This design comes from an exercise in tuning for small area on the open sky130 flow, not from production work.
In this exercise RTL edits were held to simulation tests only and were not proved equivalent to the original.
Power is estimated from default activity; no workload was simulated.

== willow ==
## exu_top
module exu_top #(
   parameter int GHR_SIZE = exu_pkg::GHR_SIZE_DEF
) (
   input  logic                   clk,
   input  logic                   i_rst,
   input  logic                   i_x_en,              
   input  logic                   i_r_en,              
   input  exu_pkg::alu_pkt_t      i_ap,
   input  exu_pkg::bypass_t       i_bypass1,
   input  exu_pkg::bypass_t       i_bypass2,
   input  exu_pkg::data_t         i_result_r,
   input  exu_pkg::data_t         i_load_result,
   input  exu_pkg::data_t         i_gpr_rs1,
   input  exu_pkg::data_t         i_gpr_rs2,
   input  logic                   i_rs1_en,
   input  logic                   i_rs2_en,
   input  logic                   i_select_pc,
   input  exu_pkg::data_t         i_immed,
   input  exu_pkg::pc_t           i_pc_d,
   input  exu_pkg::brimm_t        i_brimm,
   input  exu_pkg::predict_pkt_t  i_predict_d,
   input  exu_pkg::btb_index_t    i_index_d,
   input  exu_pkg::btb_tag_t      i_btag_d,
   input  logic                   i_flush_lower,
   input  exu_pkg::pc_t           i_flush_path_lower,
   output exu_pkg::data_t         o_result_x,
   output exu_pkg::pc_t           o_pc_x,
   output logic                   o_flush_final,
   output exu_pkg::pc_t           o_flush_path_final,
   output logic [GHR_SIZE-1:0]    o_ghr_d,             
   output exu_pkg::predict_pkt_t  o_mp_pkt,
   output exu_pkg::btb_index_t    o_mp_index,
   output exu_pkg::btb_tag_t      o_mp_btag,
   output logic [GHR_SIZE-1:0]    o_mp_fghr,
   output logic                   o_br_valid_r,
   output logic                   o_br_mp_r,
   output logic                   o_br_way_r,
   output logic [1:0]             o_br_hist_r,
   output exu_pkg::btb_index_t    o_br_index_r,
   output exu_pkg::pc_t           o_npc_r
);
For scale: about 1500 cells after synthesis, ~160 flip-flops, roughly 13000 µm² of cells after synthesis.
==> flow/config.mk <==
export PLATFORM = sky130hd
export DESIGN_NAME = exu_top
export DESIGN_NICKNAME = exu_top
export VERILOG_FILES = /design/flow/design.v
export SDC_FILE = /design/flow/constraint.sdc
export NUM_CORES = 4
export LEC_CHECK = 0
export ABC_AREA = 1
export CAP_MARGIN = 10
export CORE_MARGIN = 2
export CORE_UTILIZATION = 35
export SETUP_SLACK_MARGIN = 0.1
export SLEW_MARGIN = 10
==> flow/constraint.sdc <==
create_clock -name core_clock -period 7.5 [get_ports {clk}]
set_input_delay 1.5000 -clock core_clock [delete_from_list [all_inputs] [get_ports {clk}]]
set_output_delay 1.5000 -clock core_clock [all_outputs]
set_load 0.01 [all_outputs]
standard.sh (not shown) runs the stock make flow with config.mk's settings and CLKGATE_MAP_FILE= SYNTH_SCRIPT=/design/flow/synth_recipe.tcl, a recipe that flattens the netlist after the stock synthesis.
==> flow/flow/run.sh <==
#!/bin/bash
# Layout flow: the standard flow with
#  - synthesis through flow/synth.tcl (the standard flow's synthesis, final ABC mapping
#    from flow/abc_map.script); registers are mapped exactly as standard
#  - port buffers made from the smallest buffer cell
#  - clock tree from clkbuf_8 cells
set -euo pipefail
HERE=$(pwd)
export FLOW_ABC_SCRIPT=$HERE/flow/abc_map.script
export BUFFER_PORTS_ARGS="-buffer_cell sky130_fd_sc_hd__buf_1"
# a balanced clock tree of mid-size buffers, without dummy loads
export CTS_ARGS="-sink_clustering_enable -repair_clock_nets -buf_list sky130_fd_sc_hd__clkbuf_8 -dont_use_dummy_load"
# the make command line standard.sh uses, with our synthesis script
MK=$(grep -o 'make -C .*' standard.sh | head -1)
MK=${MK%\"\$\{@:-finish\}\"}
MK=$(echo "$MK" | sed "s|SYNTH_SCRIPT=[^ ]*|SYNTH_SCRIPT=$HERE/flow/synth.tcl|")
echo "$MK synth" > synth_cmd.txt
eval "$MK synth" > synth.log 2>&1
bash standard.sh > standard.log 2>&1
==> flow/flow/abc_map.script <==
&get -n
&st
&dch -f
&nf -p -a -F 8 -A 8
&put
strash
&get -n
&st
&dch -f
&nf -p -a -F 8 -A 8
&put
strash
&get -n
&st
&dch -f
&nf -p -a -F 8 -A 8
&put
topo
stime -c
buffer -c
upsize -c
dnsize -c
==> flow/flow/synth.tcl <==
# The standard flow's synthesis (synth_recipe.tcl), with ORFS's final ABC mapping
# replaced by the area-recovering script in abc_map.script
proc synth {args} { yosys synth -nofsm -noshare {*}$args }
proc abc {args} {
  set i [lsearch -exact $args -script]
  if { $i >= 0 } {
    lset args [expr {$i + 1}] $::env(FLOW_ABC_SCRIPT)
  }
  yosys abc {*}$args
}
source $::env(SCRIPTS_DIR)/synth.tcl
# left out here: clear keep_hierarchy, flatten, clean up, hide names made inside functions, write 1_2_yosys.v
#### Input delta (juniper over willow)
Settings: SETUP_SLACK_MARGIN changed from 0.1 to 0.0.
juniper: no failed stages, no open violations at the end
Looking at juniper and willow, the synthesized cell count is a wash.
Utilization of willow is on par with juniper.
Via total after detailed routing sits lower in juniper than in willow.
Higher timing-limited maximum frequency was reported by willow, not juniper.
Layout overhead on the synthesized area sits lower in juniper than in willow.
The total wire length of willow and that of juniper are within noise of each other.
Between juniper and willow, the difference in design area is negligible.
Diff willow -> juniper: minimum clock period moved up, total power level, detail-routed net length per standard cell level.
There was hardly any difference in final cell count between juniper and willow.
## Diff of input files: xenon against juniper
Settings: swapping 35 for 42 in CORE_UTILIZATION; swapping 0.0 for 0.1 in SETUP_SLACK_MARGIN.
[summary]
On final hold slack, juniper and xenon are basically level.
Re sum of internal, switching and leakage power: xenon is about 1% up on juniper.
Relative to juniper, detailed-placement wirelength estimate has decreased by about 0.54% in xenon.
xenon vs juniper on worst supply voltage drop on vdd: xenon is the higher one.
Minimum clock period after layout: xenon vs juniper down 120 ps
The number of buffers outside the clock class in the layout of juniper and that of xenon are within noise of each other.
Number of buffers inserted by post-CTS setup repair: xenon > juniper

[re-timing with driven ports]
The flow's constraints put no driver on any port. The routed layouts listed below were extracted and timed again, unchanged, in two steps.
Step 1, drivers: a clkbuf_16 drives clk and a buf_2 each remaining input, both assumed.
Step 2 adds t to the input delays and takes it off the output delays; t is the mean of the earliest and latest rising clock arrival at the registers after step 1. Input paths then give back, and output paths get back, about the clock's delay inside the block.
a / b / c = ideal / step 1 / step 2; a / b = the first two.
| run | t (ns) | slack for setup (ns) | worst setup path at the end | worst data-port slew with drivers (ns) |
|---|---|---|---|---|
| willow | 0.527 | 0.440 / 0.389 / 0.099 | input to register | 0.14 |
| juniper | 0.528 | 0.351 / 0.301 / 0.172 | input to register | 0.14 |
| xenon | 0.514 | 0.469 / 0.421 / -0.060 | input to register | 0.14 |
With both steps, setup timing fails in xenon, where it was met with ideal ports. The setup slack of xenon, which loses most, moves by -0.048 ns with the drivers and by -0.529 ns with both steps.
